What follows belongs to an exercise in optimizing a design on an open flow for small area, a short achievable clock period and few clock cycles per item; a production flow would make more cautious choices. RTL that was checked went through simulation tests only; none was proved equivalent to the original. Only the layout flow was run in runs 1 and 2; the RTL was not checked for function there. Power is estimated from default activity; no workload was simulated.

[flow/flow/run.sh]
#!/bin/bash
# Own layout flow: the standard ORFS flow (standard.sh: the unchanged
# synthesis script and registers, the design's clock and constraints), with
# two settings added on the make command line:
#  - the slow OR3 / OR4 cells are marked don't-use, on top of the platform's
#    own list, so synthesis and repair build wide ORs from faster gates;
#  - the port buffers that buffer_ports inserts on every input and output are
#    sky130_fd_sc_hd__buf_2.
# make's output goes to standard.log in the work folder; ORFS writes each
# step's tool log under orfs/logs/.
set -euo pipefail
cd "$(dirname "$0")/.."

PLATFORM_DONT_USE="$(sed -n '/^export DONT_USE_CELLS += /,/^#/p' "$FLOW_HOME/platforms/sky130hd/config.mk" \
  | sed -e 's/export DONT_USE_CELLS += //' -e 's/\\//g' -e 's/^#.*//' | tr -s ' \n' ' ')"

EXTRA=""
for c in or3_1 or3_2 or3_4 or3b_1 or3b_2 or3b_4 \
         or4_1 or4_2 or4_4 or4b_1 or4b_2 or4b_4 or4bb_1 or4bb_2 or4bb_4; do
  EXTRA="$EXTRA sky130_fd_sc_hd__$c"
done

echo "DONT_USE_CELLS=$PLATFORM_DONT_USE $EXTRA" > dont_use.txt
bash standard.sh "DONT_USE_CELLS=$PLATFORM_DONT_USE $EXTRA" \
  "BUFFER_PORTS_ARGS=-buffer_cell sky130_fd_sc_hd__buf_2" finish > standard.log 2>&1
[flow/standard.sh]
#!/bin/bash
# synth_recipe.tcl (not shown) runs the flow's synth.tcl, then flattens the netlist and writes it again
# the make line also repeats each setting of config.mk as NAME=value (left out here)
make -C /OpenROAD-flow-scripts/flow DESIGN_CONFIG=/design/flow/config.mk WORK_HOME=/design/flow/orfs CLKGATE_MAP_FILE= SYNTH_SCRIPT=/design/flow/synth_recipe.tcl "${@:-finish}"
[flow/config.mk]
export PLATFORM = sky130hd
export DESIGN_NAME = priority_semaphore_bank_top
export DESIGN_NICKNAME = priority_semaphore_bank_top
export VERILOG_FILES = /design/flow/design.v
export SDC_FILE = /design/flow/constraint.sdc
export NUM_CORES = 4
export LEC_CHECK = 0
export CAP_MARGIN = 20
export CORE_MARGIN = 2
export CORE_UTILIZATION = 40
export CTS_BUF_LIST = sky130_fd_sc_hd__clkbuf_8
export CTS_CLUSTER_DIAMETER = 80
export CTS_CLUSTER_SIZE = 16
export SETUP_SLACK_MARGIN = 2.75
export SLEW_MARGIN = 20
[flow/constraint.sdc]
create_clock -name core_clock -period 5.0 [get_ports {aclk}]
set_input_delay 1.0000 -clock core_clock [delete_from_list [all_inputs] [get_ports {aclk}]]
set_output_delay 1.0000 -clock core_clock [all_outputs]
set_load 0.01 [all_outputs]
[flow/design.v]
package psb_pkg;
    localparam int NUM_SEM    = 8;
    localparam int MAX_TASKS  = 32;
    localparam int CNT_W      = 16;
    localparam int S_TDATA_W  = 48;
    localparam int M_TDATA_W  = 16;
    localparam int CFG_DATA_W = 64;
    localparam logic [1:0] ST_OK      = 2'd0;
    localparam logic [1:0] ST_BLOCKED = 2'd1;
    localparam logic [1:0] ST_REFUSED = 2'd2;
    localparam logic [1:0] ST_TIMEOUT = 2'd3;
endpackage
module psb_prienc (
    input  logic [31:0] vec,
    output logic [31:0] drop,
    output logic [5:0]  prio,
    output logic        two
);
    logic [31:0] s [6];    
    logic [31:0] above;    
    logic [15:0] a1, t1;   
    logic [7:0]  a2, t2;
    logic [3:0]  a3, t3;
    logic [1:0]  a4, t4;
    always_comb begin
        s[0] = vec;
        for (int k = 0; k < 5; k++) begin
            for (int i = 0; i < 32; i++) begin
                if (((i >> k) & 1) == 0) s[k+1][i] = s[k][i] | s[k][((i >> k) + 1) << k];
                else                     s[k+1][i] = s[k][i];
            end
        end
        above = {1'b0, s[5][31:1]};
        drop  = vec & above;
        prio  = '0;
        for (int k = 0; k < 6; k++) begin
            for (int lo = 0; lo < 32; lo++) begin
                if ((((lo + 1) >> k) & 1) == 1 && (lo == 0 || ((lo >> k) & 1) == 0)) begin
                    if (lo + (1 << k) > 31) prio[k] = prio[k] | s[5][lo];
                    else prio[k] = prio[k] | (s[5][lo] & ~s[5][lo + (1 << k)]);
                end
            end
        end
        for (int i = 0; i < 16; i++) begin
            a1[i] = vec[2*i] | vec[2*i+1];
            t1[i] = vec[2*i] & vec[2*i+1];
        end
        for (int i = 0; i < 8; i++) begin
            a2[i] = a1[2*i] | a1[2*i+1];
            t2[i] = t1[2*i] | t1[2*i+1] | (a1[2*i] & a1[2*i+1]);
        end
        for (int i = 0; i < 4; i++) begin
            a3[i] = a2[2*i] | a2[2*i+1];
            t3[i] = t2[2*i] | t2[2*i+1] | (a2[2*i] & a2[2*i+1]);
        end
        for (int i = 0; i < 2; i++) begin
            a4[i] = a3[2*i] | a3[2*i+1];
            t4[i] = t3[2*i] | t3[2*i+1] | (a3[2*i] & a3[2*i+1]);
        end
        two = t4[0] | t4[1] | (a4[0] & a4[1]);
    end
endmodule
module psb_core (
    input  logic        aclk,
    input  logic        aresetn,
    input  logic        cfg_mask,     
    input  logic        cfg_counts,   
    input  logic [63:0] cfg_data,
    input  logic [2:0]  rd_sem,       
    input  logic [7:0]  rd_bank,      
    input  logic        ex_fire,
    input  logic [7:0]  ex_we,        
    input  logic [2:0]  sem,          
    input  logic [3:0]  plo,          
    input  logic [7:0]  phi,          
    input  logic        op_wait,      
    input  logic        op_block,     
    input  logic        op_sig,       
    input  logic        op_res,       
    output logic [1:0]  status,
    output logic        rel_valid,
    output logic [5:0]  rel_prio
);
    logic [7:0]  cmask_reg;
    logic [15:0] cnt_reg  [8];
    logic [31:0] mask_reg [8];
    logic [7:0]  any_reg;     
    logic [15:0] c;
    logic [31:0] b;
    logic        z, full, any, cm;
    logic [15:0] rc;
    logic [31:0] rb;
    logic [15:0] pz [5];
    logic [15:0] po [5];
    logic [15:0] lz, lo;
    logic        eq1, eqfe;
    logic [31:0] pbit;
    logic        hit;         
    logic [31:0] drop;
    logic [5:0]  top_prio;
    logic        two;
    logic        dec, inc, blk;
    logic [15:0] cnt_new;
    logic [31:0] mask_new;
    logic        z_new, full_new, any_new;
    logic        keep;
    logic [15:0] cnt_base;
    logic [31:0] mask_wd;
    logic        any_wd;
    logic        rany;
    logic        fwd;
    logic        rcm;
    logic [7:0]  rsel;
    always_ff @(posedge aclk) begin
        if (!aresetn) begin
            cmask_reg <= '0;
        end else if (cfg_mask) begin
            cmask_reg <= cfg_data[7:0];
        end
    end
    always_comb begin
        pz[0] = ~c;
        po[0] = c;
        for (int k = 0; k < 4; k++) begin
            for (int i = 0; i < 16; i++) begin
                if ((i >> k) & 1) begin
                    pz[k+1][i] = pz[k][i] & pz[k][((i >> k) << k) - 1];
                    po[k+1][i] = po[k][i] & po[k][((i >> k) << k) - 1];
                end else begin
                    pz[k+1][i] = pz[k][i];
                    po[k+1][i] = po[k][i];
                end
            end
        end
        lz = {pz[4][14:0], 1'b1};
        lo = {po[4][14:0], 1'b1};
    end
    assign eq1  = c[0] & (c[15:1] == 15'd0);
    assign eqfe = ~c[0] & (c[15:1] == 15'h7FFF);
    always_comb begin
        for (int i = 0; i < 32; i++) pbit[i] = plo[i % 4] & phi[i / 4];
    end
    assign hit = |(b & pbit);
    psb_prienc u_prienc (
        .vec  (b),
        .drop (drop),
        .prio (top_prio),
        .two  (two)
    );
    assign dec     = op_wait & ~z;
    assign inc     = op_sig & ~any & (cm ? ~full : z);
    assign blk     = op_block & z;
    assign cnt_new = c ^ (({16{dec}} & lz) | ({16{inc}} & lo));
    always_comb begin
        mask_new = b;
        if (op_sig)      mask_new = drop;
        else if (op_res) mask_new = b & ~pbit;
        else if (blk)    mask_new = b | pbit;
    end
    assign z_new    = dec ? eq1 : (z & ~inc);
    assign full_new = inc ? eqfe : (full & ~dec);
    assign any_new  = op_sig ? two :
                      op_res ? (two | (any & ~hit)) :
                      (any | blk);
    always_comb begin
        status = psb_pkg::ST_REFUSED;
        if (op_wait) begin
            if (!z)            status = psb_pkg::ST_OK;
            else if (op_block) status = psb_pkg::ST_BLOCKED;
        end else if (op_sig) begin
            if (any | inc)     status = psb_pkg::ST_OK;
        end else if (op_res) begin
            status = hit ? psb_pkg::ST_TIMEOUT : psb_pkg::ST_OK;
        end
    end
    assign rel_valid = op_sig & any;
    assign rel_prio  = op_sig ? top_prio : 6'd0;
    assign keep     = aresetn & ~cfg_counts;
    assign cnt_base = cnt_new & {16{keep}};
    assign mask_wd  = mask_new & {32{keep}};
    assign any_wd   = any_new & keep;
    for (genvar s = 0; s < 8; s++) begin : g_sem
        logic        we;
        logic [7:0]  bt;
        logic [15:0] cw;
        assign bt = cfg_data[8*s +: 8];
        assign we = ~aresetn | cfg_counts | ex_we[s];
        assign cw[15:8] = cnt_base[15:8];
        assign cw[7:0]  = cfg_counts ?
                          {bt[7:1] & {7{cmask_reg[s]}}, cmask_reg[s] ? bt[0] : (bt != 8'd0)} :
                          cnt_base[7:0];
        always_ff @(posedge aclk) begin
            if (we) begin
                cnt_reg[s]  <= cw;
                mask_reg[s] <= mask_wd;
                any_reg[s]  <= any_wd;
            end
        end
    end
    assign fwd  = ex_fire & (rd_sem == sem);
    assign rsel = rd_bank;
    always_comb begin
        rc  = '0;
        rb  = '0;
        rcm = 1'b0;
        rany = 1'b0;
        for (int s = 0; s < 8; s++) begin
            rany = rany | (any_reg[s] & rsel[s]);
            rc  = rc  | (cnt_reg[s]  & {16{rsel[s]}});
            rb  = rb  | (mask_reg[s] & {32{rsel[s]}});
            rcm = rcm | (cmask_reg[s] & rsel[s]);
        end
    end
    always_ff @(posedge aclk) begin
        if (fwd) begin
            c    <= cnt_new;
            b    <= mask_new;
            z    <= z_new;
            full <= full_new;
            any  <= any_new;
        end else begin
            c    <= rc;
            b    <= rb;
            z    <= (rc == 16'd0);
            full <= (rc == 16'hFFFF);
            any  <= rany;
        end
        cm <= rcm;
    end
endmodule
module priority_semaphore_bank_top (
    input  logic         aclk,
    input  logic         aresetn,
    input  logic         s_tvalid,
    output logic         s_tready,
    input  logic [47:0]  s_tdata,
    output logic         m_tvalid,
    input  logic         m_tready,
    output logic [15:0]  m_tdata,
    input  logic         cfg_valid,
    output logic         cfg_ready,
    input  logic [0:0]   cfg_index,
    input  logic [63:0]  cfg_data
);
    typedef struct packed {
        logic [2:0] sem;
        logic [4:0] pidx;
        logic       op_wait;
        logic       op_block;
        logic       op_sig;
        logic       op_res;
    } req_t;
    logic       r_vld, x_vld, o0_vld, o1_vld;
    req_t       r_req, x_req, s_req;
    logic [8:0] o0, o1, rsp;
    logic       s_fire, x_fire, r_move, o_pop;
    logic       r_vld_n, x_vld_n, o0_vld_n, o1_vld_n, r_move_n;
    logic [7:0] bank_n, bank_sel;
    logic       take;
    logic [7:0] ex_we;            
    logic [3:0] x_plo;            
    logic [7:0] x_phi;
    logic [1:0] mode;
    logic [5:0] prio;
    logic       prio_ok, tmo_nz;
    logic [1:0] status;
    logic       rel_valid;
    logic [5:0] rel_prio;
    assign mode    = s_tdata[1:0];
    assign prio    = s_tdata[10:5];
    assign tmo_nz  = |s_tdata[42:11];
    assign prio_ok = (prio != 6'd0) && (prio <= 6'd32);
    assign s_req.sem      = s_tdata[4:2];
    assign s_req.pidx     = prio[4:0] - 5'd1;
    assign s_req.op_wait  = (mode == 2'd0);
    assign s_req.op_block = (mode == 2'd0) && tmo_nz && prio_ok;
    assign s_req.op_sig   = (mode == 2'd1);
    assign s_req.op_res   = (mode == 2'd2) && prio_ok;
    assign cfg_ready = 1'b1;
    assign x_fire   = x_vld && !o1_vld;
    assign r_move   = r_vld && (!x_vld || x_fire);
    assign s_tready = take;
    assign s_fire   = s_tvalid && take;
    assign o_pop    = o0_vld && m_tready;
    always_comb begin
        if (!aresetn) begin
            r_vld_n  = 1'b0;
            x_vld_n  = 1'b0;
            o0_vld_n = 1'b0;
            o1_vld_n = 1'b0;
        end else begin
            r_vld_n = s_fire || (r_vld && !r_move);
            x_vld_n = r_move || (x_vld && !x_fire);
            if (!o0_vld || o_pop) begin
                o0_vld_n = o1_vld || x_fire;
                o1_vld_n = 1'b0;
            end else begin
                o0_vld_n = o0_vld;
                o1_vld_n = o1_vld || x_fire;
            end
        end
        r_move_n = r_vld_n && (!x_vld_n || !o1_vld_n);
        bank_n   = 8'd1 << (r_move_n ? (s_fire ? s_req.sem : r_req.sem) :
                                       (r_move ? r_req.sem : x_req.sem));
    end
    always_ff @(posedge aclk) begin
        r_vld    <= r_vld_n;
        x_vld    <= x_vld_n;
        o0_vld   <= o0_vld_n;
        o1_vld   <= o1_vld_n;
        bank_sel <= bank_n;
        take     <= !r_vld_n || !x_vld_n || !o1_vld_n;
        ex_we    <= (x_vld_n && !o1_vld_n) ?
                    (8'd1 << (r_move ? r_req.sem : x_req.sem)) : 8'd0;
    end
    assign rsp = {rel_prio, rel_valid, status};
    always_ff @(posedge aclk) begin
        if (s_fire) r_req <= s_req;
        if (r_move) begin
            x_req <= r_req;
            x_plo <= 4'd1 << r_req.pidx[1:0];
            x_phi <= 8'd1 << r_req.pidx[4:2];
        end
        if (!o0_vld || o_pop) begin
            o0 <= o1_vld ? o1 : rsp;
        end else if (!o1_vld) begin
            o1 <= rsp;
        end
    end
    psb_core u_core (
        .aclk       (aclk),
        .aresetn    (aresetn),
        .cfg_mask   (cfg_valid && (cfg_index == 1'b0)),
        .cfg_counts (cfg_valid && (cfg_index == 1'b1)),
        .cfg_data   (cfg_data),
        .rd_sem     (r_req.sem),
        .rd_bank    (bank_sel),
        .ex_fire    (x_fire),
        .ex_we      (ex_we),
        .sem        (x_req.sem),
        .plo        (x_plo),
        .phi        (x_phi),
        .op_wait    (x_req.op_wait),
        .op_block   (x_req.op_block),
        .op_sig     (x_req.op_sig),
        .op_res     (x_req.op_res),
        .status     (status),
        .rel_valid  (rel_valid),
        .rel_prio   (rel_prio)
    );
    assign m_tvalid = o0_vld;
    assign m_tdata  = {7'd0, o0};
endmodule
==> results of run 1 <==
## layout make-up
type                       instances  area [µm²]  area share [%]
sequential                       522       14900            60.7
inverter                          18        67.6           0.275
multi-input combinational        974        6820            27.7
timing repair buffer             185        1240            5.03
clock inverter                    30         124           0.504
tap                              696         871            3.54
clock buffer                      39         537            2.18
antenna                            1        2.50          0.0102
## stage by stage
step / std cells / setup slack, ns
floorplan: 1640 / 2.75
global placement: 2343 / 1.98
detailed placement: 2343 / 1.91
CTS: 2441 / 2.65
global route: 2465 / 2.58
finish: 2465 / 2.63
## power groups by stage
stage	clock network, µW	logic [µW]	registers (µW)
3_5_place_dp	0	1420	6000
4_1_cts	2150	1550	5920
5_1_grt	2310	1860	5980
2_1_floorplan	0	1130	5660
3_3_place_gp	0	1410	5990
6_report	2100	1720	5930
## path summary, 6_finish.rpt
path	from	to	slack, ns	cells after the start
min	r_req[2]	x_req[2]	0.43	0
max	cfg_index[0]	u_core.mask_reg[1][29]	2.63	4
max reg2reg	x_phi[1]	u_core.any_reg[7]	2.74	7
min reg2reg	r_req[2]	x_req[2]	0.43	0
## metal layers
metal / track usage (%) / wire, µm
met5: 0 / 0
met4: 8.56 / 2320
met3: 2.82 / 4160
met2: 35.7 / 30500
met1: 30.6 / 27300
## placed cells by master (no fill, tap or decap), drive strengths merged, types with 4 or more instances in the layout
master	netlist	final
nor4	36	36
a32oi	7	7
and2	19	19
nand2	69	69
and3b	5	5
and3	16	16
nand4	63	63
nor4b	4	4
clkbuf	93	41
nor2	125	125
inv	18	46
o22ai	8	8
xnor2	9	9
and4	5	5
a32o	6	6
a41oi	4	4
o21ai	31	31
a22oi	215	215
nand3	16	16
conb	2	8
xor2	14	14
mux2i	19	19
dfxtp	81	81
mux2	14	14
a21o	49	49
nor3	24	24
nor3b	10	10
buf	33	182
a31oi	15	15
o31ai	5	5
a21oi	78	78
a22o	17	17
edfxtp	441	441
nor2b	20	20
nand2b	18	18
## cell families after synthesis
group / Yosys count
other cells: 2
simple gates: 437
fa+ha+maj: 3
xor+xnor: 23
flops: 522
mux: 33
buf+inv: 144
compound gates: 470
## repair_timing
action,4_1_cts,5_1_grt
cloned,1,2
pin swaps,13,14
setup buffers,28,21
gates resized for setup,58,68
endpoints found under the setup margin,836,706
==> out/qor.yml, run 1 <==
clock_tree:
  holdBufCountCts: 0
  htreeDepth: 2
  clock_sinks: 522
  root_buffer: "clkbuf_8"
  cts_buffer_depth: 3
  clk_latency_ns: 0.66
  cts_tree: "yes"
  clkTransAtPathRegs_ns: 0.10
  numCtsBuffers: 38
routing:
  avgRoutedWirePerCell_um: 26.1
  routed_via_density: 6.06
  vias: 14934
  ant_nets: 0
  drt-initial-drc-count: 1558
  remaining_drc_errors: 0
  routed_wl_mm: 64.2
  drtPass1Iterations: 8
timing:
  worst_slew_margin_rel_pct: 34.6
  fin_tns_setup_ns: 0
  finalCritPeriodShare_pct: 47.4
  hold_viol: 0
  rsz0062_at_grt: "yes"
  period_needed_ns: 2.37
  report.final.slew_viol_count: 0
  hold_ws_ns: 0.425
  worstMarginPinSlew_ns: 0.981
  max_freq_ghz: 0.422
  skew_ns: 0.0499
  setup_viol: 0
global_routing:
  grt_start_max_net_pins: 76
  grt_pass1_wl_mm: 94.0
  antenna_found_initial: 1
  first_global_vias: 14726
  grt_usage_pct: 22.1
  grt_overflow: 0
setup_path:
  critPathSlowestCell: "nand2b_4"
  cp.arrival_ns: 2.52
  slowest_delay_ns: 0.63
  crit_required_ns: 5.16
  cp_num_buf_inv: 1
  critPathTopFamily: "simple AND/OR/NAND/NOR gates"
  worstSetupPathType: "in -> reg"
  critical_path.cell_chain: "buf_2 > nand2_4 > and2_4 > nand2b_4"
  setup.worst_path.start_class: "input pin"
  cp-end-kind: "flip-flop"
  crit_fanout: 49
final_layout:
  utilization_pct: 45.7
  largest_reg_flops: 256
  syn2layout_area_growth_pct: 12.9
  fin_nets: 1859
  drive_above_1_share_pct: 21.0
  final_area_mm2: 0.0246
  n_fill_cell: 4837
pwr:
  p_total_uw: 9740
  clock_power_share_pct: 21.5
  p_per_area_mw_per_mm2: 396
  vdd_ir_drop_max_v: 0.000180
  p_sw_share_pct: 29.9
  leakage_uw: 0.00905
  internal-power_uw: 6830
  comb_power_share_pct: 17.6
  seq_power_share_pct: 60.8
  p_sw_uw: 2910
outcome:
  status: "complete, no violations"
die:
  die_w_um: 237
  die_area_mm2: 0.0563
  ioPinCount: 137
  die_y_um: 237
  design.core.area_mm2: 0.0538
  fp-row-count: 85
  start_util_pct: 40.5
yosys:
  synth_edf_count: 441
  synth_top_area_cell: "edfxtp_1"
  syn_area_per_cell_um2: 13.3
  synth.top_cells.by_area: "edfxtp_1, dfxtp_1, a22oi_1"
  yosys.area_share.simple_pct: 10.9
  synth_top_family_by_area: "compound AO/OA/AOI/OAI gates"
  ys_ff_latch: 522
  synth.area.mux_share_pct: 1.60
  ys_top_cells_by_count: "edfxtp_1, a22oi_1, nor2_1, clkbuf_1, dfxtp_1"
  synth_compound_area_share_pct: 15.4
  synthAdderAreaFrac_pct: 0.161
  ys_warn_count: 8
  synthArstFlopShare_pct: 0
  synthesis.area_mm2: 0.0218
  synthXorXnorAreaFrac_pct: 0.960
  synth_cell_types: 79
  yosysSeqAreaShare_pct: 68.3
  synth_cells: 1634
  synth.top_cell.area_share_pct: 60.8
  synth_most_common_cell: "edfxtp_1"
  postSynth.topFlopCell: "edfxtp_1"
place:
  io_buffers: 123
  placed_cell_area_mm2: 0.0230
  gp_congestion: 1.01
  hpwlAfterDp_mm: 37.2
worst_hold_path:
  min_path_type: "reg -> reg"
run:
  maxCapViolCount: 0
==> run 2: changes to the inputs <==
--- a/flow/design.v
+++ b/flow/design.v
@@ -18,6 +18,7 @@
 );
     logic [31:0] s [6];    
     logic [31:0] above;    
+    logic [31:0] top;
     logic [15:0] a1, t1;   
     logic [7:0]  a2, t2;
     logic [3:0]  a3, t3;
@@ -32,14 +33,10 @@
         end
         above = {1'b0, s[5][31:1]};
         drop  = vec & above;
+        top   = vec & ~above;
         prio  = '0;
-        for (int k = 0; k < 6; k++) begin
-            for (int lo = 0; lo < 32; lo++) begin
-                if ((((lo + 1) >> k) & 1) == 1 && (lo == 0 || ((lo >> k) & 1) == 0)) begin
-                    if (lo + (1 << k) > 31) prio[k] = prio[k] | s[5][lo];
-                    else prio[k] = prio[k] | (s[5][lo] & ~s[5][lo + (1 << k)]);
-                end
-            end
+        for (int i = 0; i < 32; i++) begin
+            prio = prio | ({6{top[i]}} & 6'(i + 1));
         end
         for (int i = 0; i < 16; i++) begin
             a1[i] = vec[2*i] | vec[2*i+1];
@@ -66,8 +63,8 @@
     input  logic        cfg_mask,     
     input  logic        cfg_counts,   
     input  logic [63:0] cfg_data,
-    input  logic [2:0]  rd_sem,       
     input  logic [7:0]  rd_bank,      
+    input  logic        rd_fwd,       
     input  logic        ex_fire,
     input  logic [7:0]  ex_we,        
     input  logic [2:0]  sem,          
@@ -197,11 +194,11 @@
             end
         end
     end
-    assign fwd  = ex_fire & (rd_sem == sem);
+    assign fwd  = rd_fwd;
     assign rsel = rd_bank;
     always_comb begin
-        rc  = '0;
-        rb  = '0;
+        rc  = cnt_new  & {16{fwd}};
+        rb  = mask_new & {32{fwd}};
         rcm = 1'b0;
         rany = 1'b0;
         for (int s = 0; s < 8; s++) begin
@@ -212,20 +209,18 @@
         end
     end
     always_ff @(posedge aclk) begin
+        c <= rc;
+        b <= rb;
         if (fwd) begin
-            c    <= cnt_new;
-            b    <= mask_new;
             z    <= z_new;
             full <= full_new;
             any  <= any_new;
         end else begin
-            c    <= rc;
-            b    <= rb;
             z    <= (rc == 16'd0);
             full <= (rc == 16'hFFFF);
             any  <= rany;
+            cm   <= rcm;
         end
-        cm <= rcm;
     end
 endmodule
 module priority_semaphore_bank_top (
@@ -256,6 +251,8 @@
     logic       s_fire, x_fire, r_move, o_pop;
     logic       r_vld_n, x_vld_n, o0_vld_n, o1_vld_n, r_move_n;
     logic [7:0] bank_n, bank_sel;
+    logic [2:0] r_sem_n, x_sem_n;
+    logic       fwd_n, rd_fwd;
     logic       take;
     logic [7:0] ex_we;            
     logic [3:0] x_plo;            
@@ -300,8 +297,10 @@
             end
         end
         r_move_n = r_vld_n && (!x_vld_n || !o1_vld_n);
-        bank_n   = 8'd1 << (r_move_n ? (s_fire ? s_req.sem : r_req.sem) :
-                                       (r_move ? r_req.sem : x_req.sem));
+        r_sem_n  = s_fire ? s_req.sem : r_req.sem;
+        x_sem_n  = r_move ? r_req.sem : x_req.sem;
+        fwd_n    = x_vld_n && !o1_vld_n && (r_sem_n == x_sem_n);
+        bank_n   = fwd_n ? 8'd0 : (8'd1 << (r_move_n ? r_sem_n : x_sem_n));
     end
     always_ff @(posedge aclk) begin
         r_vld    <= r_vld_n;
@@ -309,6 +308,7 @@
         o0_vld   <= o0_vld_n;
         o1_vld   <= o1_vld_n;
         bank_sel <= bank_n;
+        rd_fwd   <= fwd_n;
         take     <= !r_vld_n || !x_vld_n || !o1_vld_n;
         ex_we    <= (x_vld_n && !o1_vld_n) ?
                     (8'd1 << (r_move ? r_req.sem : x_req.sem)) : 8'd0;
@@ -333,8 +333,8 @@
         .cfg_mask   (cfg_valid && (cfg_index == 1'b0)),
         .cfg_counts (cfg_valid && (cfg_index == 1'b1)),
         .cfg_data   (cfg_data),
-        .rd_sem     (r_req.sem),
         .rd_bank    (bank_sel),
+        .rd_fwd     (rd_fwd),
         .ex_fire    (x_fire),
         .ex_we      (ex_we),
         .sem        (x_req.sem),
--- a/flow/config.mk
+++ b/flow/config.mk
@@ -11,5 +11,5 @@
 export CTS_BUF_LIST = sky130_fd_sc_hd__clkbuf_8
 export CTS_CLUSTER_DIAMETER = 80
 export CTS_CLUSTER_SIZE = 16
-export SETUP_SLACK_MARGIN = 2.75
+export SETUP_SLACK_MARGIN = 2.7
 export SLEW_MARGIN = 20
==> out/qor.yml, run 2 <==
routing:
  vias: 15091  # +1.1%
  routed_wl_mm: 65.3  # +1.7%
  remaining_drc_errors: 0  # unchanged
  routed_via_density: 6.08  # +0.28%
  ant_nets: 0  # unchanged
  drt-initial-drc-count: 1522  # -2.3%
  drtPass1Iterations: 6  # -2
  avgRoutedWirePerCell_um: 26.3  # +0.94%
timing:
  setup_viol: 0  # unchanged
  hold_ws_ns: 0.423  # -0.00223 ns
  hold_viol: 0  # unchanged
  report.final.slew_viol_count: 0  # unchanged
  worstMarginPinSlew_ns: 1.11  # +0.125 ns
  fin_tns_setup_ns: 0  # unchanged
  worst_slew_margin_rel_pct: 26.2  # -8.4 points
  skew_ns: 0.0339  # -0.0160 ns
  period_needed_ns: 2.52  # +0.154 ns
  rsz0062_at_grt: "yes"
  finalCritPeriodShare_pct: 50.4  # +3.1 points
  max_freq_ghz: 0.397  # -6.1%
setup_path:
  crit_required_ns: 5.23  # +0.07 ns
  cp-end-kind: "flip-flop"
  worstSetupPathType: "in -> reg"
  crit_fanout: 49  # unchanged
  r2r_start: "u_core.b[31]"
  cp.arrival_ns: 2.76  # +0.24 ns
  slowest_delay_ns: 0.89  # +0.26 ns
  critPathTopFamily: "simple AND/OR/NAND/NOR gates"
  startpoint: "cfg_index[0]"
  critPathSlowestCell: "or2_4"
  critical_path.cell_chain: "buf_2 > nand2_1 > nand2_2 > or2_4"
  cp_num_buf_inv: 1  # unchanged
  setup.worst_path.start_class: "input pin"
pwr:
  leakage_uw: 0.00933  # +3.1%
  p_sw_uw: 2820  # -3.1%
  vdd_ir_drop_max_v: 0.000211  # +17%
  comb_power_share_pct: 17.1  # -0.5 points
  p_total_uw: 9590  # -1.6%
  p_sw_share_pct: 29.4  # -0.48 points
  clock_power_share_pct: 22.3  # +0.8 points
  internal-power_uw: 6770  # -0.89%
  seq_power_share_pct: 60.6  # -0.2 points
  p_per_area_mw_per_mm2: 385  # -2.9%
final_layout:
  largest_reg_flops: 256  # unchanged
  final_area_mm2: 0.0249  # +1.3%
  mostFrequentLayoutCells: "edfxtp_1, a22oi_1, buf_2"
  num_antenna_cells: 0  # -1
  syn2layout_area_growth_pct: 13.4
  fin_nets: 1878  # +1.0%
  n_fill_cell: 4875  # +0.79%
  final_common_cell: "edfxtp_1"
  drive_above_1_share_pct: 23.0  # +2.1 points
global_routing:
  grt_start_max_net_pins: 50  # -34%
  grt_overflow: 0  # unchanged
  first_global_vias: 15034  # +2.1%
  grt_pass1_wl_mm: 95.4  # +1.5%
  grt_usage_pct: 22.5  # +0.41 points
  antenna_found_initial: 1  # unchanged
yosys:
  ys_ff_latch: 523  # +0.19%
  synthesis.area_mm2: 0.0220  # +0.91%
  synth.top_cell.area_share_pct: 60.4  # -0.41 points
  synth_top_area_cell: "edfxtp_1"
  synthArstFlopShare_pct: 0  # unchanged
  synth_most_common_cell: "edfxtp_1"
  synth_edf_count: 442  # +0.23%
  ys_top_cells_by_count: "edfxtp_1, a22oi_1, clkbuf_1, nand2_1, nor2_1"
  synth_cell_types: 79  # unchanged
  ys_warn_count: 8  # unchanged
  syn_area_per_cell_um2: 13.4  # +0.85%
  postSynth.topFlopCell: "edfxtp_1"
  synth.top_cells.by_area: "edfxtp_1, dfxtp_1, a22oi_1"
  yosysSeqAreaShare_pct: 67.8  # -0.48 points
  synth_cells: 1635  # +0.061%
die:
  ioPinCount: 137  # unchanged
  die_area_mm2: 0.0568  # +0.89%
  fp-row-count: 85  # unchanged
  design.core.area_mm2: 0.0540  # +0.40%
  die_w_um: 238  # +0.44%
  die_y_um: 238  # +0.44%
  start_util_pct: 40.7  # +0.21 points
clock_tree:
  cts_buffer_depth: 3  # unchanged
  clkTransAtPathRegs_ns: 0.10  # about the same
  htreeDepth: 2  # unchanged
  holdBufCountCts: 0  # unchanged
  cts_tree: "yes"
  clock_sinks: 523  # +0.19%
  root_buffer: "clkbuf_8"
  clk_latency_ns: 0.64  # -0.02 ns
  numCtsBuffers: 39  # +2.6%
place:
  hpwlAfterDp_mm: 38.6  # +4.0%
  io_buffers: 123  # unchanged
  placed_cell_area_mm2: 0.0231  # +0.54%
  gp_congestion: 0.951  # -5.6%
outcome:
  status: "complete, no violations"
run:
  maxCapViolCount: 0  # unchanged
worst_hold_path:
  hold_start: "r_req[3]"
  min_path_type: "reg -> reg"
[run 2: cell types whose count changed after synthesis, moves of 25 or more]
cell and delta:
a22oi_1 -59, a221oi_1 +47, a21oi_1 -30, nor2_1 -27, nor2b_1 +25
[run 2: metrics by stage]
| step | cells | util (%) | setup slack [ns] |
|---|---|---|---|
| floorplan | 1641 | - | 2.71 |
| global placement | 2348 | 42.7 | 1.87 |
| detailed placement | 2348 | 42.7 | 1.85 |
| CTS | 2461 | 45.2 | 2.53 |
| global route | 2484 | 46.1 | 2.42 |
| finish | 2484 | 46.1 | 2.48 |
[run 2: power by group through the flow]
stage	logic (µW)	clock network, µW	registers, µW
floorplan	1070	0	5600
global placement	1360	0	5860
detailed placement	1380	0	5880
CTS	1530	2190	5790
global route	1760	2360	5860
finish	1640	2140	5820
[run 2: logic make-up after synthesis]
family	Yosys count	synth area share, %
AO/OA/AOI/OAI	476	16.3
XOR/XNOR	23	0.917
adder cells (fa/ha/maj)	3	0.148
buffers and inverters	155	3.07
flip-flops	523	67.8
multiplexers	23	1.08
other	2	0.0342
AND/OR/NAND/NOR	430	10.7
[run 2: layout make-up]
class	instances	area, µm²	area share (%)
clock inverter	31	134	0.537
timing repair buffer	206	1360	5.44
tap	696	871	3.49
clock buffer	39	537	2.15
sequential	523	15000	60.0
inverter	25	93.8	0.377
multi-input combinational	964	6970	28.0
[run 2: worst paths after layout]
| path | endpoint | slack (ns) | cells past startpoint |
|---|---|---|---|
| worst max register to register | o1[4] | 2.60 | 7 |
| worst min register to register | x_req[3] | 0.42 | 0 |
| worst min-delay path | x_req[3] | 0.42 | 0 |
| worst max-delay path | u_core.mask_reg[2][21] | 2.48 | 4 |
[run 2: routing by layer]
metal / GRT usage [%] / up-vias / share of wire (%)
met5: 0 / - / 0
met1: 30.3 / 7646 / 42
met3: 2.83 / 109 / 6.4
met2: 37.8 / 628 / 48
li1: - / 6708 / -
met4: 7.73 / 0 / 2.9
[run 2: what timing repair did]
item / in CTS / in global routing
buffers inserted: 42 / 21
endpoints found under the setup margin: 786 / 678
pin swaps: 19 / 30
gates resized for setup: 97 / 86
gates cloned: 1 / 2
[run 2: worst register-to-register path: cells and delay by family (launching register included)]
family          cells  cell delay (ns)
compound gates      2             0.52
buf+inv             2             0.34
simple gates        3             1.03
flops               1             0.39
==> run 3: changes to the inputs <==
--- a/flow/design.v
+++ b/flow/design.v
@@ -63,13 +63,11 @@
     input  logic        cfg_mask,     
     input  logic        cfg_counts,   
     input  logic [63:0] cfg_data,
+    input  logic [7:0]  rd_sel,       
     input  logic [7:0]  rd_bank,      
-    input  logic        rd_fwd,       
     input  logic        ex_fire,
-    input  logic [7:0]  ex_we,        
-    input  logic [2:0]  sem,          
-    input  logic [3:0]  plo,          
-    input  logic [7:0]  phi,          
+    input  logic [7:0]  sel,          
+    input  logic [4:0]  pidx,
     input  logic        op_wait,      
     input  logic        op_block,     
     input  logic        op_sig,       
@@ -135,9 +133,9 @@
     assign eq1  = c[0] & (c[15:1] == 15'd0);
     assign eqfe = ~c[0] & (c[15:1] == 15'h7FFF);
     always_comb begin
-        for (int i = 0; i < 32; i++) pbit[i] = plo[i % 4] & phi[i / 4];
+        for (int i = 0; i < 32; i++) pbit[i] = (pidx == 5'(i));
     end
-    assign hit = |(b & pbit);
+    assign hit = b[pidx];
     psb_prienc u_prienc (
         .vec  (b),
         .drop (drop),
@@ -181,7 +179,7 @@
         logic [7:0]  bt;
         logic [15:0] cw;
         assign bt = cfg_data[8*s +: 8];
-        assign we = ~aresetn | cfg_counts | ex_we[s];
+        assign we = ~aresetn | cfg_counts | (ex_fire & sel[s]);
         assign cw[15:8] = cnt_base[15:8];
         assign cw[7:0]  = cfg_counts ?
                           {bt[7:1] & {7{cmask_reg[s]}}, cmask_reg[s] ? bt[0] : (bt != 8'd0)} :
@@ -194,11 +192,11 @@
             end
         end
     end
-    assign fwd  = rd_fwd;
+    assign fwd  = ex_fire & ((rd_sel & sel) != 8'd0);
     assign rsel = rd_bank;
     always_comb begin
-        rc  = cnt_new  & {16{fwd}};
-        rb  = mask_new & {32{fwd}};
+        rc  = '0;
+        rb  = '0;
         rcm = 1'b0;
         rany = 1'b0;
         for (int s = 0; s < 8; s++) begin
@@ -209,18 +207,20 @@
         end
     end
     always_ff @(posedge aclk) begin
-        c <= rc;
-        b <= rb;
         if (fwd) begin
+            c    <= cnt_new;
+            b    <= mask_new;
             z    <= z_new;
             full <= full_new;
             any  <= any_new;
         end else begin
+            c    <= rc;
+            b    <= rb;
             z    <= (rc == 16'd0);
             full <= (rc == 16'hFFFF);
             any  <= rany;
-            cm   <= rcm;
         end
+        cm <= rcm;
     end
 endmodule
 module priority_semaphore_bank_top (
@@ -238,7 +238,7 @@
     input  logic [63:0]  cfg_data
 );
     typedef struct packed {
-        logic [2:0] sem;
+        logic [7:0] sel;
         logic [4:0] pidx;
         logic       op_wait;
         logic       op_block;
@@ -251,12 +251,6 @@
     logic       s_fire, x_fire, r_move, o_pop;
     logic       r_vld_n, x_vld_n, o0_vld_n, o1_vld_n, r_move_n;
     logic [7:0] bank_n, bank_sel;
-    logic [2:0] r_sem_n, x_sem_n;
-    logic       fwd_n, rd_fwd;
-    logic       take;
-    logic [7:0] ex_we;            
-    logic [3:0] x_plo;            
-    logic [7:0] x_phi;
     logic [1:0] mode;
     logic [5:0] prio;
     logic       prio_ok, tmo_nz;
@@ -267,7 +261,7 @@
     assign prio    = s_tdata[10:5];
     assign tmo_nz  = |s_tdata[42:11];
     assign prio_ok = (prio != 6'd0) && (prio <= 6'd32);
-    assign s_req.sem      = s_tdata[4:2];
+    assign s_req.sel      = 8'd1 << s_tdata[4:2];
     assign s_req.pidx     = prio[4:0] - 5'd1;
     assign s_req.op_wait  = (mode == 2'd0);
     assign s_req.op_block = (mode == 2'd0) && tmo_nz && prio_ok;
@@ -276,8 +270,8 @@
     assign cfg_ready = 1'b1;
     assign x_fire   = x_vld && !o1_vld;
     assign r_move   = r_vld && (!x_vld || x_fire);
-    assign s_tready = take;
-    assign s_fire   = s_tvalid && take;
+    assign s_tready = !r_vld || !x_vld || x_fire;
+    assign s_fire   = s_tvalid && s_tready;
     assign o_pop    = o0_vld && m_tready;
     always_comb begin
         if (!aresetn) begin
@@ -297,10 +291,8 @@
             end
         end
         r_move_n = r_vld_n && (!x_vld_n || !o1_vld_n);
-        r_sem_n  = s_fire ? s_req.sem : r_req.sem;
-        x_sem_n  = r_move ? r_req.sem : x_req.sem;
-        fwd_n    = x_vld_n && !o1_vld_n && (r_sem_n == x_sem_n);
-        bank_n   = fwd_n ? 8'd0 : (8'd1 << (r_move_n ? r_sem_n : x_sem_n));
+        bank_n   = r_move_n ? (s_fire ? s_req.sel : r_req.sel) :
+                              (r_move ? r_req.sel : x_req.sel);
     end
     always_ff @(posedge aclk) begin
         r_vld    <= r_vld_n;
@@ -308,19 +300,11 @@
         o0_vld   <= o0_vld_n;
         o1_vld   <= o1_vld_n;
         bank_sel <= bank_n;
-        rd_fwd   <= fwd_n;
-        take     <= !r_vld_n || !x_vld_n || !o1_vld_n;
-        ex_we    <= (x_vld_n && !o1_vld_n) ?
-                    (8'd1 << (r_move ? r_req.sem : x_req.sem)) : 8'd0;
     end
     assign rsp = {rel_prio, rel_valid, status};
     always_ff @(posedge aclk) begin
         if (s_fire) r_req <= s_req;
-        if (r_move) begin
-            x_req <= r_req;
-            x_plo <= 4'd1 << r_req.pidx[1:0];
-            x_phi <= 8'd1 << r_req.pidx[4:2];
-        end
+        if (r_move) x_req <= r_req;
         if (!o0_vld || o_pop) begin
             o0 <= o1_vld ? o1 : rsp;
         end else if (!o1_vld) begin
@@ -333,13 +317,11 @@
         .cfg_mask   (cfg_valid && (cfg_index == 1'b0)),
         .cfg_counts (cfg_valid && (cfg_index == 1'b1)),
         .cfg_data   (cfg_data),
+        .rd_sel     (r_req.sel),
         .rd_bank    (bank_sel),
-        .rd_fwd     (rd_fwd),
         .ex_fire    (x_fire),
-        .ex_we      (ex_we),
-        .sem        (x_req.sem),
-        .plo        (x_plo),
-        .phi        (x_phi),
+        .sel        (x_req.sel),
+        .pidx       (x_req.pidx),
         .op_wait    (x_req.op_wait),
         .op_block   (x_req.op_block),
         .op_sig     (x_req.op_sig),
==> flow/flow/run.sh (replaced) <==
#!/bin/bash
# Own layout flow: the standard ORFS flow (standard.sh, unchanged synthesis
# script and registers), with two settings added on the make command line:
#  - slow OR / NOR3 / NOR4 cells marked don't-use (on top of the platform's
#    list), so synthesis and repair build the logic from faster gates;
#  - port buffers use sky130_fd_sc_hd__buf_2.
# The make output goes to standard.log in the work folder; ORFS writes each
# tool's log under orfs/logs/.
set -euo pipefail
cd "$(dirname "$0")/.."

PLATFORM_DONT_USE="$(sed -n '/^export DONT_USE_CELLS += /,/^#/p' "$FLOW_HOME/platforms/sky130hd/config.mk" \
  | sed -e 's/export DONT_USE_CELLS += //' -e 's/\\//g' -e 's/^#.*//' | tr -s ' \n' ' ')"

EXTRA=""
for c in or2_0 or2_1 or2_2 or2_4 or2b_1 or2b_2 or2b_4 \
         or3_1 or3_2 or3_4 or3b_1 or3b_2 or3b_4 \
         or4_1 or4_2 or4_4 or4b_1 or4b_2 or4b_4 or4bb_1 or4bb_2 or4bb_4 \
         nor3_1 nor3_2 nor3_4 nor3b_1 nor3b_2 nor3b_4 \
         nor4_1 nor4_2 nor4_4 nor4b_1 nor4b_2 nor4b_4 nor4bb_1 nor4bb_2 nor4bb_4; do
  EXTRA="$EXTRA sky130_fd_sc_hd__$c"
done

echo "DONT_USE_CELLS=$PLATFORM_DONT_USE $EXTRA" > dont_use.txt
bash standard.sh "DONT_USE_CELLS=$PLATFORM_DONT_USE $EXTRA" \
  "BUFFER_PORTS_ARGS=-buffer_cell sky130_fd_sc_hd__buf_2" finish > standard.log 2>&1
--- a/flow/config.mk
+++ b/flow/config.mk
@@ -8,8 +8,5 @@
 export CAP_MARGIN = 20
 export CORE_MARGIN = 2
 export CORE_UTILIZATION = 40
-export CTS_BUF_LIST = sky130_fd_sc_hd__clkbuf_8
-export CTS_CLUSTER_DIAMETER = 80
-export CTS_CLUSTER_SIZE = 16
-export SETUP_SLACK_MARGIN = 2.7
+export SETUP_SLACK_MARGIN = 2.5
 export SLEW_MARGIN = 20
==> out/qor.yml, run 3 <==
final_layout:
  num_antenna_cells: 0  # unchanged
  fin_nets: 1923  # +2.4%
  final_common_cell: "edfxtp_1"
  drive_above_1_share_pct: 18.8  # -4.2 points
  syn2layout_area_growth_pct: 16.3
  n_fill_cell: 4657  # -4.5%
  mostFrequentLayoutCells: "edfxtp_1, a22oi_1, nor2_1"
  largest_reg_flops: 256  # unchanged
yosys:
  synth_cell_types: 63  # -20%
  synth.top_cell.area_share_pct: 61.0  # +0.65 points
  synth_edf_count: 444  # +0.45%
  syn_area_per_cell_um2: 13.0  # -3.4%
  synth_top_area_cell: "edfxtp_1"
  synth_most_common_cell: "edfxtp_1"
  synth_cells: 1682  # +2.9%
  postSynth.topFlopCell: "edfxtp_1"
  synthArstFlopShare_pct: 0  # unchanged
  ys_warn_count: 8  # unchanged
  synth.top_cells.by_area: "edfxtp_1, a22oi_1, dfxtp_1"
  ys_ff_latch: 516  # -1.3%
  yosysSeqAreaShare_pct: 67.6  # -0.13 points
  synthesis.area_mm2: 0.0218  # -0.61%
  ys_top_cells_by_count: "edfxtp_1, a22oi_1, nor2_1, a21oi_1, nand2_1"
die:
  design.core.area_mm2: 0.0539  # -0.20%
  die_area_mm2: 0.0565  # -0.60%
  ioPinCount: 137  # unchanged
  die_y_um: 238  # -0.30%
  start_util_pct: 40.5  # -0.17 points
  fp-row-count: 85  # unchanged
  die_w_um: 238  # -0.30%
global_routing:
  grt_overflow: 0  # unchanged
  grt_pass1_wl_mm: 92.9  # -2.7%
  first_global_vias: 15160  # +0.84%
  grt_usage_pct: 21.6  # -0.96 points
  antenna_found_initial: 0  # -1
  grt_start_max_net_pins: 81  # +62%
setup_path:
  setup.worst_path.start_class: "flip-flop"
  crit_fanout: 8  # -84%
  startpoint: "x_req[5]"
  reg2reg_depth: 8  # +1
  worstSetupPathType: "reg -> reg"
  r2r_start: "x_req[5]"
  rr_endpoint: "u_core.any_reg[1]"
  cp.arrival_ns: 3.05  # +0.29 ns
  crit_required_ns: 5.45  # +0.22 ns
  cp-end-kind: "flip-flop"
  rrSetupSlack_ns: 2.40  # -0.20 ns
timing:
  setup_viol: 0  # unchanged
  fin_tns_setup_ns: 0  # unchanged
  period_needed_ns: 2.60  # +0.0756 ns
  max_freq_ghz: 0.385  # -2.9%
  finalCritPeriodShare_pct: 52.0  # +1.5 points
  hold_viol: 0  # unchanged
  skew_ns: 0.0213  # -0.0126 ns
  worst_slew_margin_rel_pct: 35.2  # +8.9 points
  rsz0062_at_grt: "yes"
  worstMarginPinSlew_ns: 0.971  # -0.136 ns
  report.final.slew_viol_count: 0  # unchanged
pwr:
  internal-power_uw: 8320  # +23%
  p_sw_uw: 3110  # +10%
  clock_power_share_pct: 33.7  # +11 points
  vdd_ir_drop_max_v: 0.000271  # +28%
  seq_power_share_pct: 52.5  # -8.1 points
  p_sw_share_pct: 27.2  # -2.2 points
  leakage_uw: 0.00961  # +3.0%
  p_per_area_mw_per_mm2: 450  # +17%
  comb_power_share_pct: 13.9  # -3.2 points
  p_total_uw: 11400  # +19%
run:
  maxCapViolCount: 0  # unchanged
outcome:
  status: "complete, no violations"
clock_tree:
  clk_latency_ns: 0.60  # -0.04 ns
  clock_sinks: 516  # -1.3%
  cts_buffer_depth: 3  # unchanged
  numCtsBuffers: 52  # +33%
  cts_tree: "yes"
  clkTransAtPathRegs_ns: 0.06  # -0.04 ns
  root_buffer: "clkbuf_16"
  htreeDepth: 2  # unchanged
routing:
  ant_nets: 0  # unchanged
  drt-initial-drc-count: 1574  # +3.4%
  remaining_drc_errors: 0  # unchanged
  routed_via_density: 6.00  # -1.3%
  routed_wl_mm: 61.5  # -6.0%
  drtPass1Iterations: 5  # -1
  avgRoutedWirePerCell_um: 24.2  # -8.2%
  vias: 15257  # +1.1%
worst_hold_path:
  hold_end: "x_req[8]"
  hold_start: "r_req[8]"
  hold_depth: 0  # unchanged
  min_path_type: "reg -> reg"
place:
  io_buffers: 123  # unchanged
  gp_congestion: 0.952  # about the same
  hpwlAfterDp_mm: 37.1  # -4.0%
[run 3: changes by cell type after synthesis, moves of 13 or more]
cell / before / now
nor2_1: 91 / 205
a22oi_1: 156 / 209
a21oi_1: 48 / 86
a22o_1: 39 / 3
a221oi_1: 50 / 17
nor3_1: 25 / 0
nor4_1: 23 / 0
nand4_1: 44 / 66
clkbuf_1: 93 / 73
nor2b_1: 45 / 25
buf_1: 9 / 23
and2_1: 11 / 24
[run 3: metrics by stage]
step	hold WS [ns]	setup WS (ns)	utilization, %	std cells	instance area (µm²)
floorplan	0.400	2.51	-	1688	21900
global placement	0.405	1.73	43.0	2422	23200
detailed placement	0.408	1.67	43.0	2422	23200
CTS	0.421	2.41	46.9	2542	25300
global route	0.431	2.34	47.1	2544	25400
finish	0.423	2.40	47.1	2544	25400
[run 3: layout make-up]
type / count / area [µm²] / area share (%)
Inverter: 28 / 105 / 0.414
Tap cell: 696 / 871 / 3.43
Clock buffer: 76 / 1480 / 5.84
Multi-Input combinational cell: 1035 / 6830 / 26.9
Clock inverter: 22 / 210 / 0.828
Sequential cell: 516 / 14800 / 58.3
Timing Repair Buffer: 171 / 1090 / 4.30
[run 3: timing repair]
| item | 4_1_cts | 5_1_grt |
|---|---|---|
| setup endpoints to repair | 657 | 531 |
| pin swaps | 6 | 4 |
| buffers inserted | 21 | 2 |
| gates resized for setup | 43 | 35 |
| hold buffers | 0 | 0 |
| cloned | 1 | 0 |
[run 3: cells by family (layout without fill, tap and decap cells)]
logic type / after synthesis / after routing / synth area share, %
other: 2 / 8 / 0.0344
xor gates and xnor gates: 19 / 19 / 0.762
AOI/OAI and AO/OA: 488 / 488 / 16.0
and+or+nand+nor: 477 / 477 / 10.5
muxes: 41 / 41 / 2.43
DFF: 516 / 516 / 67.6
buffers and inverters: 137 / 297 / 2.55
adders and majority gates: 2 / 2 / 0.103
[run 3: worst max-delay path, stage by stage, from the launching register on]
cell,delay (ns)
edfxtp_1,0.39
buf_12,0.14
mux4_2,0.49
mux4_2,0.53
nor2_2,0.12
a311oi_2,0.07
o2111a_2,0.32
a311oi_4,0.22
buf_6,0.17
[run 3: routing by layer]
metal | GRT usage, % | part of all wire, % | vias to the layer above | wire length (µm)
li1 | - | - | 6807 | -
met1 | 30.4 | 43 | 7694 | 26700
met2 | 34.6 | 47 | 633 | 28700
met3 | 2.71 | 6.9 | 123 | 4240
met4 | 7.32 | 2.9 | 0 | 1790
met5 | 0 | 0 | - | 0
[run 3: worst max-delay path by stage]
stage                                        end  slack, ns  cells after the start
final                          u_core.any_reg[1]       2.40                      8
after global routing      u_core.mask_reg[2][15]       2.34                      8
after CTS                      u_core.any_reg[1]       2.41                      8
after detailed placement    u_core.cnt_reg[2][6]       1.67                      6
after global placement      u_core.cnt_reg[5][6]       1.73                      6
after floorplan                u_core.any_reg[0]       2.51                      7
[run 3: power by group through the flow]
| stage | Combinational, µW | Sequential [µW] | Clock, µW |
|---|---|---|---|
| final | 1580 | 6000 | 3850 |
| after global routing | 1740 | 6060 | 4080 |
| after detailed placement | 1500 | 6060 | 0 |
| after floorplan | 1130 | 5760 | 0 |
| after CTS | 1550 | 5970 | 3910 |
| after global placement | 1480 | 6040 | 0 |
Testbench counts of run 3, summed over its fixed seeds: cycles 19,296, items 19,200.
==> run 4: changes to the inputs <==
--- a/flow/config.mk
+++ b/flow/config.mk
@@ -8,5 +8,8 @@
 export CAP_MARGIN = 20
 export CORE_MARGIN = 2
 export CORE_UTILIZATION = 40
+export CTS_BUF_LIST = sky130_fd_sc_hd__clkbuf_8
+export CTS_CLUSTER_DIAMETER = 80
+export CTS_CLUSTER_SIZE = 16
 export SETUP_SLACK_MARGIN = 2.5
 export SLEW_MARGIN = 20
==> out/qor.yml, run 4 <==
die:
  design.core.area_mm2: 0.0539  # unchanged
  start_util_pct: 40.5  # unchanged
  fp-row-count: 85  # unchanged
  ioPinCount: 137  # unchanged
  die_area_mm2: 0.0565  # unchanged
  die_w_um: 238  # unchanged
  die_y_um: 238  # unchanged
final_layout:
  mostFrequentLayoutCells: "edfxtp_1, a22oi_1, nor2_1"
  fin_nets: 1913  # -0.52%
  largest_reg_flops: 256  # unchanged
  num_antenna_cells: 0  # unchanged
  drive_above_1_share_pct: 17.3  # -1.6 points
  syn2layout_area_growth_pct: 11.8
  final_area_mm2: 0.0244  # -3.9%
  final_common_cell: "edfxtp_1"
setup_path:
  cpMostUsedCell: "mux4_2"
  crit_required_ns: 5.50  # +0.05 ns
  crit_fanout: 8  # unchanged
  crit_cells: 8  # unchanged
  reg2reg_depth: 8  # unchanged
  setup.worst_path.start_class: "flip-flop"
  worstSetupPathType: "reg -> reg"
  critPathTopFamily: "multiplexers"
  critical_path.cell_chain: "buf_12 > mux4_2 > mux4_2 > nor2_2 > a311oi_2 > o2111a_2 > a311oi_4 > buf_6"
  cp_num_buf_inv: 2  # unchanged
  r2r_start: "x_req[5]"
  slowest_delay_ns: 0.53  # about the same
  cp.arrival_ns: 3.10  # +0.05 ns
  startpoint: "x_req[5]"
  rr_endpoint: "u_core.any_reg[0]"
  critPathSlowestCell: "mux4_2"
  rrSetupSlack_ns: 2.40  # about the same
  crit_end: "u_core.any_reg[0]"
  cp-end-kind: "flip-flop"
timing:
  rsz0062_at_grt: "yes"
  worstMarginPinSlew_ns: 0.978  # +0.00731 ns
  report.final.slew_viol_count: 0  # unchanged
  fin_ws_ns: 2.40  # +0.00257 ns
  fin_tns_setup_ns: 0  # unchanged
  setup_viol: 0  # unchanged
  skew_ns: 0.0411  # +0.0197 ns
  period_needed_ns: 2.60  # -0.00257 ns
  finalCritPeriodShare_pct: 51.9  # about the same
  worst_slew_margin_rel_pct: 34.8  # -0.35 points
  max_freq_ghz: 0.385  # about the same
  hold_viol: 0  # unchanged
yosys:
  postSynth.topFlopCell: "edfxtp_1"
  synth.top_cell.area_share_pct: 61.0  # unchanged
  synth_compound_area_share_pct: 16.0  # unchanged
  synth_cells: 1682  # unchanged
  synth.top_cells.by_area: "edfxtp_1, a22oi_1, dfxtp_1"
  synth_edf_count: 444  # unchanged
  ys_warn_count: 8  # unchanged
  synthArstFlopShare_pct: 0  # unchanged
  syn_area_per_cell_um2: 13.0  # unchanged
  synthXorXnorAreaFrac_pct: 0.762  # unchanged
  synth_cell_types: 63  # unchanged
  synth.area.mux_share_pct: 2.43  # unchanged
  ys_ff_latch: 516  # unchanged
  ys_top_cells_by_count: "edfxtp_1, a22oi_1, nor2_1, a21oi_1, nand2_1"
  synthesis.area_mm2: 0.0218  # unchanged
  synth_top_family_by_area: "compound AO/OA/AOI/OAI gates"
  synth_top_area_cell: "edfxtp_1"
  yosysSeqAreaShare_pct: 67.6  # unchanged
  synth_most_common_cell: "edfxtp_1"
  yosys.area_share.simple_pct: 10.5  # unchanged
  synthAdderAreaFrac_pct: 0.103  # unchanged
clock_tree:
  htreeDepth: 2  # unchanged
  clk_latency_ns: 0.65  # +0.05 ns
  clock_sinks: 516  # unchanged
  clkTransAtPathRegs_ns: 0.10  # +0.04 ns
  cts_tree: "yes"
  numCtsBuffers: 38  # -27%
  cts_buffer_depth: 3  # unchanged
  root_buffer: "clkbuf_8"
pwr:
  leakage_uw: 0.00926  # -3.6%
  vdd_ir_drop_max_v: 0.000226  # -17%
  clock_power_share_pct: 22.1  # -12 points
  p_sw_uw: 2840  # -8.8%
  p_per_area_mw_per_mm2: 397  # -12%
  comb_power_share_pct: 16.3  # +2.4 points
  seq_power_share_pct: 61.6  # +9.1 points
  internal-power_uw: 6860  # -17%
  p_sw_share_pct: 29.3  # +2.0 points
outcome:
  status: "complete, no violations"
global_routing:
  grt_usage_pct: 21.5  # -0.098 points
  grt_busiest_layer: "met2"
  met1_usage_pct: 30.1  # -0.32 points
  grt_overflow: 0  # unchanged
  grt_use_met3_pct: 3.15  # +0.44 points
  met2_usage_pct: 33.8  # -0.88 points
  antenna_found_initial: 0  # unchanged
  grt_start_max_net_pins: 81  # unchanged
  grt_pass1_wl_mm: 92.0  # -0.94%
  first_global_vias: 14998  # -1.1%
place:
  post-place-ws_ns: 1.67  # unchanged
  io_buffers: 123  # unchanged
  placed_cell_area_mm2: 0.0232  # unchanged
  hpwlAfterDp_mm: 37.1  # unchanged
  gp_congestion: 0.952  # unchanged
routing:
  routed_via_density: 5.99  # -0.18%
  ant_nets: 0  # unchanged
  vias: 15086  # -1.1%
  drt-initial-drc-count: 1524  # -3.2%
  avgRoutedWirePerCell_um: 24.3  # +0.41%
  routed_wl_mm: 61.1  # -0.54%
  remaining_drc_errors: 0  # unchanged
  drtPass1Iterations: 5  # unchanged
run:
  maxCapViolCount: 0  # unchanged
worst_hold_path:
  min_path_type: "reg -> reg"
-- run 4: cell counts after synthesis --
No cell type changed its count.
-- run 4: cells by family (layout without fill, tap and decap cells) --
kind of cell             Yosys count  after routing
AO/OA/AOI/OAI                    488            488
XOR/XNOR                          19             19
adder cells (fa/ha/maj)            2              2
buffers and inverters            137            273
flip-flops                       516            516
multiplexers                      41             41
other                              2              8
AND/OR/NAND/NOR                  477            477
-- run 4: stage by stage --
step	hold slack, ns	util, %	instances	power, µW
detailed placement	0.408	43.0	2422	7560
global placement	0.405	43.0	2422	7510
CTS	0.438	45.0	2515	9710
finish	0.435	45.3	2520	9700
floorplan	0.400	-	1688	6890
global route	0.443	45.3	2520	10100
-- run 4: per-layer routing --
metal / part of all wire, % / vias to the layer above
met5: 0 / -
met4: 3.4 / 0
met3: 6.9 / 134
met2: 46 / 623
met1: 43 / 7575
li1: - / 6754
-- run 4: layout make-up --
| type | count | area (µm²) |
|---|---|---|
| clock buffers | 38 | 523 |
| clock inverters | 32 | 164 |
| fillers | 4754 | 29500 |
| inverters | 28 | 108 |
| multi-input cells | 1035 | 6820 |
| flip-flops and latches | 516 | 14800 |
| well taps | 696 | 871 |
| repair buffers | 175 | 1120 |
-- run 4: what timing repair did --
item | 4_1_cts | 5_1_grt
hold buffers | 0 | 0
gates cloned | 1 | 0
buffers inserted | 22 | 5
endpoints found under the setup margin | 675 | 534
gates resized for setup | 44 | 29
pin swaps | 7 | 4
-- run 4: power groups by stage --
stage | combinational (µW) | clock (µW) | sequential [µW]
after CTS | 1550 | 2190 | 5970
after detailed placement | 1500 | 0 | 6060
after global routing | 1740 | 2350 | 6050
after floorplan | 1130 | 0 | 5760
final | 1580 | 2140 | 5980
after global placement | 1480 | 0 | 6040
-- run 4: how the worst min path moves through the flow --
stage               slack (ns)     start        to  cells past startpoint
floorplan                 0.40  r_req[0]  x_req[0]                      0
global placement          0.41  r_req[4]  x_req[4]                      0
detailed placement        0.41  r_req[8]  x_req[8]                      0
CTS                       0.44  r_req[2]  x_req[2]                      0
global route              0.44  r_req[1]  x_req[1]                      0
finish                    0.43  r_req[8]  x_req[8]                      0
==> run 5: changes to the inputs <==
--- a/flow/design.v
+++ b/flow/design.v
@@ -63,11 +63,12 @@
     input  logic        cfg_mask,     
     input  logic        cfg_counts,   
     input  logic [63:0] cfg_data,
-    input  logic [7:0]  rd_sel,       
+    input  logic [2:0]  rd_sem,       
     input  logic [7:0]  rd_bank,      
     input  logic        ex_fire,
-    input  logic [7:0]  sel,          
-    input  logic [4:0]  pidx,
+    input  logic [2:0]  sem,          
+    input  logic [3:0]  plo,          
+    input  logic [7:0]  phi,          
     input  logic        op_wait,      
     input  logic        op_block,     
     input  logic        op_sig,       
@@ -133,9 +134,9 @@
     assign eq1  = c[0] & (c[15:1] == 15'd0);
     assign eqfe = ~c[0] & (c[15:1] == 15'h7FFF);
     always_comb begin
-        for (int i = 0; i < 32; i++) pbit[i] = (pidx == 5'(i));
+        for (int i = 0; i < 32; i++) pbit[i] = plo[i % 4] & phi[i / 4];
     end
-    assign hit = b[pidx];
+    assign hit = |(b & pbit);
     psb_prienc u_prienc (
         .vec  (b),
         .drop (drop),
@@ -179,7 +180,7 @@
         logic [7:0]  bt;
         logic [15:0] cw;
         assign bt = cfg_data[8*s +: 8];
-        assign we = ~aresetn | cfg_counts | (ex_fire & sel[s]);
+        assign we = ~aresetn | cfg_counts | (ex_fire & (sem == 3'(s)));
         assign cw[15:8] = cnt_base[15:8];
         assign cw[7:0]  = cfg_counts ?
                           {bt[7:1] & {7{cmask_reg[s]}}, cmask_reg[s] ? bt[0] : (bt != 8'd0)} :
@@ -192,7 +193,7 @@
             end
         end
     end
-    assign fwd  = ex_fire & ((rd_sel & sel) != 8'd0);
+    assign fwd  = ex_fire & (rd_sem == sem);
     assign rsel = rd_bank;
     always_comb begin
         rc  = '0;
@@ -238,7 +239,7 @@
     input  logic [63:0]  cfg_data
 );
     typedef struct packed {
-        logic [7:0] sel;
+        logic [2:0] sem;
         logic [4:0] pidx;
         logic       op_wait;
         logic       op_block;
@@ -251,6 +252,8 @@
     logic       s_fire, x_fire, r_move, o_pop;
     logic       r_vld_n, x_vld_n, o0_vld_n, o1_vld_n, r_move_n;
     logic [7:0] bank_n, bank_sel;
+    logic [3:0] x_plo;            
+    logic [7:0] x_phi;
     logic [1:0] mode;
     logic [5:0] prio;
     logic       prio_ok, tmo_nz;
@@ -261,7 +264,7 @@
     assign prio    = s_tdata[10:5];
     assign tmo_nz  = |s_tdata[42:11];
     assign prio_ok = (prio != 6'd0) && (prio <= 6'd32);
-    assign s_req.sel      = 8'd1 << s_tdata[4:2];
+    assign s_req.sem      = s_tdata[4:2];
     assign s_req.pidx     = prio[4:0] - 5'd1;
     assign s_req.op_wait  = (mode == 2'd0);
     assign s_req.op_block = (mode == 2'd0) && tmo_nz && prio_ok;
@@ -291,8 +294,8 @@
             end
         end
         r_move_n = r_vld_n && (!x_vld_n || !o1_vld_n);
-        bank_n   = r_move_n ? (s_fire ? s_req.sel : r_req.sel) :
-                              (r_move ? r_req.sel : x_req.sel);
+        bank_n   = 8'd1 << (r_move_n ? (s_fire ? s_req.sem : r_req.sem) :
+                                       (r_move ? r_req.sem : x_req.sem));
     end
     always_ff @(posedge aclk) begin
         r_vld    <= r_vld_n;
@@ -304,7 +307,11 @@
     assign rsp = {rel_prio, rel_valid, status};
     always_ff @(posedge aclk) begin
         if (s_fire) r_req <= s_req;
-        if (r_move) x_req <= r_req;
+        if (r_move) begin
+            x_req <= r_req;
+            x_plo <= 4'd1 << r_req.pidx[1:0];
+            x_phi <= 8'd1 << r_req.pidx[4:2];
+        end
         if (!o0_vld || o_pop) begin
             o0 <= o1_vld ? o1 : rsp;
         end else if (!o1_vld) begin
@@ -317,11 +324,12 @@
         .cfg_mask   (cfg_valid && (cfg_index == 1'b0)),
         .cfg_counts (cfg_valid && (cfg_index == 1'b1)),
         .cfg_data   (cfg_data),
-        .rd_sel     (r_req.sel),
+        .rd_sem     (r_req.sem),
         .rd_bank    (bank_sel),
         .ex_fire    (x_fire),
-        .sel        (x_req.sel),
-        .pidx       (x_req.pidx),
+        .sem        (x_req.sem),
+        .plo        (x_plo),
+        .phi        (x_phi),
         .op_wait    (x_req.op_wait),
         .op_block   (x_req.op_block),
         .op_sig     (x_req.op_sig),
==> out/qor.yml, run 5 <==
timing:
  max_freq_ghz: 0.393  # +2.1%
  worstMarginPinSlew_ns: 0.927  # -0.0504 ns
  report.final.slew_viol_count: 0  # unchanged
  worst_slew_margin_rel_pct: 38.0  # +3.2 points
  period_needed_ns: 2.54  # -0.0524 ns
  rsz0062_at_grt: "yes"
  hold_ws_ns: 0.428  # -0.00709 ns
  fin_tns_setup_ns: 0  # unchanged
  hold_viol: 0  # unchanged
  skew_ns: 0.0607  # +0.0196 ns
  setup_viol: 0  # unchanged
yosys:
  synth_compound_area_share_pct: 16.7  # +0.76 points
  postSynth.topFlopCell: "edfxtp_1"
  yosys.area_share.simple_pct: 10.6  # +0.070 points
  synth_top_family_by_area: "compound AO/OA/AOI/OAI gates"
  syn_area_per_cell_um2: 12.7  # -2.0%
  synth_cells: 1699  # +1.0%
  synth_edf_count: 441  # -0.68%
  synth.area.mux_share_pct: 0.816  # -1.6 points
  synth_cell_types: 78  # +24%
  synthesis.area_mm2: 0.0216  # -0.99%
  ys_top_cells_by_count: "edfxtp_1, nor2_1, a22oi_1, a21oi_1, nand2_1"
  yosysSeqAreaShare_pct: 67.9  # +0.26 points
  synthAdderAreaFrac_pct: 0.110  # +0.0068 points
  ys_warn_count: 8  # unchanged
  synth.top_cells.by_area: "edfxtp_1, a22oi_1, dfxtp_1"
place:
  gp_congestion: 0.953  # +0.20%
  place_inst: 2425  # +0.12%
clock_tree:
  htreeDepth: 2  # unchanged
  root_buffer: "clkbuf_8"
  clk_latency_ns: 0.66  # about the same
  numCtsBuffers: 38  # unchanged
  cts_buffer_depth: 3  # unchanged
  clkTransAtPathRegs_ns: 0.11  # about the same
  clock_sinks: 513  # -0.58%
routing:
  drt-initial-drc-count: 1379  # -9.5%
  remaining_drc_errors: 0  # unchanged
  avgRoutedWirePerCell_um: 25.8  # +6.2%
  drtPass1Iterations: 5  # unchanged
  ant_nets: 0  # unchanged
  vias: 15084  # -0.013%
  routed_via_density: 5.99  # about the same
  routed_wl_mm: 64.9  # +6.2%
final_layout:
  num_antenna_cells: 0  # unchanged
  final_common_cell: "edfxtp_1"
  fin_cells: 2519  # -0.040%
  drive_above_1_share_pct: 16.3  # -0.92 points
run:
  maxCapViolCount: 0  # unchanged
die:
  fp-row-count: 85  # unchanged
  die_y_um: 237  # -0.49%
  die_area_mm2: 0.0559  # -0.97%
  ioPinCount: 137  # unchanged
  start_util_pct: 40.3  # -0.16 points
global_routing:
  grt_usage_pct: 22.1  # +0.66 points
  antenna_found_initial: 0  # unchanged
  first_global_vias: 15285  # +1.9%
  grt_overflow: 0  # unchanged
  grt_start_max_net_pins: 76  # -6.2%
  grt_pass1_wl_mm: 93.9  # +2.1%
worst_hold_path:
  min_path_type: "reg -> reg"
setup_path:
  critPathSlowestCell: "o21ai_4"
  setup.worst_path.start_class: "flip-flop"
  rrSetupSlack_ns: 2.46  # +0.05 ns
  crit_required_ns: 5.26  # -0.24 ns
  critical_path.cell_chain: "buf_4 > nor2b_4 > nand2b_4 > o21ai_4 > buf_6"
  worstSetupPathType: "reg -> reg"
  cp.arrival_ns: 2.80  # -0.30 ns
  cp_num_buf_inv: 2  # unchanged
outcome:
  status: "complete, no violations"
pwr:
  leakage_uw: 0.00896  # -3.3%
  vdd_ir_drop_max_v: 0.000178  # -22%
-- run 5: cell count changes after synthesis, sizes merged, moves of 12 or more --
| cell | change |
|---|---|
| a21oi | +13 |
| a221oi | -13 |
| and2 | -12 |
| mux2 | -12 |
| nand2 | +16 |
| nor2 | +14 |
-- run 5: worst reg2reg max path, delay by kind of cell, from the launching register on --
family,cells,cell delay [ns]
DFF,1,0.37
AOI/OAI and AO/OA,1,0.61
buffers and inverters,2,0.67
and+or+nand+nor,2,0.46
-- run 5: kinds of logic (layout without fill, tap and decap cells) --
| logic type | count (synthesis) | in the layout |
|---|---|---|
| flops | 513 | 513 |
| compound gates | 506 | 506 |
| simple gates | 485 | 487 |
| buf+inv | 151 | 267 |
| xor+xnor | 23 | 23 |
| mux | 17 | 17 |
| fa+ha+maj | 2 | 2 |
| other cells | 2 | 8 |
-- run 5: repair_timing --
| action | 4_1_cts | 5_1_grt |
|---|---|---|
| gates cloned | 1 | 2 |
| resized for setup | 29 | 31 |
| pin swaps | 3 | 4 |
| endpoints found under the setup margin | 409 | 249 |
| hold buffers | 0 | 0 |
| buffers inserted | 11 | 13 |
-- run 5: worst paths after layout --
check,depth (start not counted),start,endpoint
worst max-delay path,5,o1_vld,u_core.mask_reg[1][12]
worst max register to register,5,o1_vld,u_core.mask_reg[1][12]
worst min register to register,0,r_req[3],x_req[3]
worst min-delay path,0,r_req[3],x_req[3]
-- run 5: layout make-up --
class,instances,area (µm²)
fill,4958,29500
sequential,513,14700
clock inverter,27,113
inverter,33,128
clock buffer,40,551
timing repair buffer,167,1050
multi-input combinational,1043,6620
tap,696,871
-- run 5: power by group --
group	switching, µW	internal (µW)
clock network	1350	753
logic	1150	640
registers	542	5410
-- run 5: layer usage --
layer / wire length [µm] / up-vias / global-route usage, %
met5: 0 / - / 0
met4: 1700 / 0 / 6.60
met3: 3890 / 112 / 3.02
met2: 32200 / 581 / 38.2
met1: 27100 / 7641 / 29.1
li1: - / 6750 / -
-- run 5: stage by stage --
stage | setup slack [ns] | power, µW | utilization (%)
global route | 2.43 | 10300 | 44.9
finish | 2.46 | 9840 | 44.9
global placement | 1.80 | 7680 | 42.8
CTS | 2.41 | 9800 | 44.4
detailed placement | 1.72 | 7710 | 42.8
floorplan | 2.51 | 6990 | -
Testbench counts of run 5, summed over its fixed seeds: cycles 19,296, items 19,200.

Setup slack of run 5, layout unchanged: 2.457 ns with ideal ports, 2.457 ns with driving cells assumed (clock clkbuf_16, inputs buf_2), 1.951 ns with port delays also shifted by the 0.681 ns mid clock arrival.
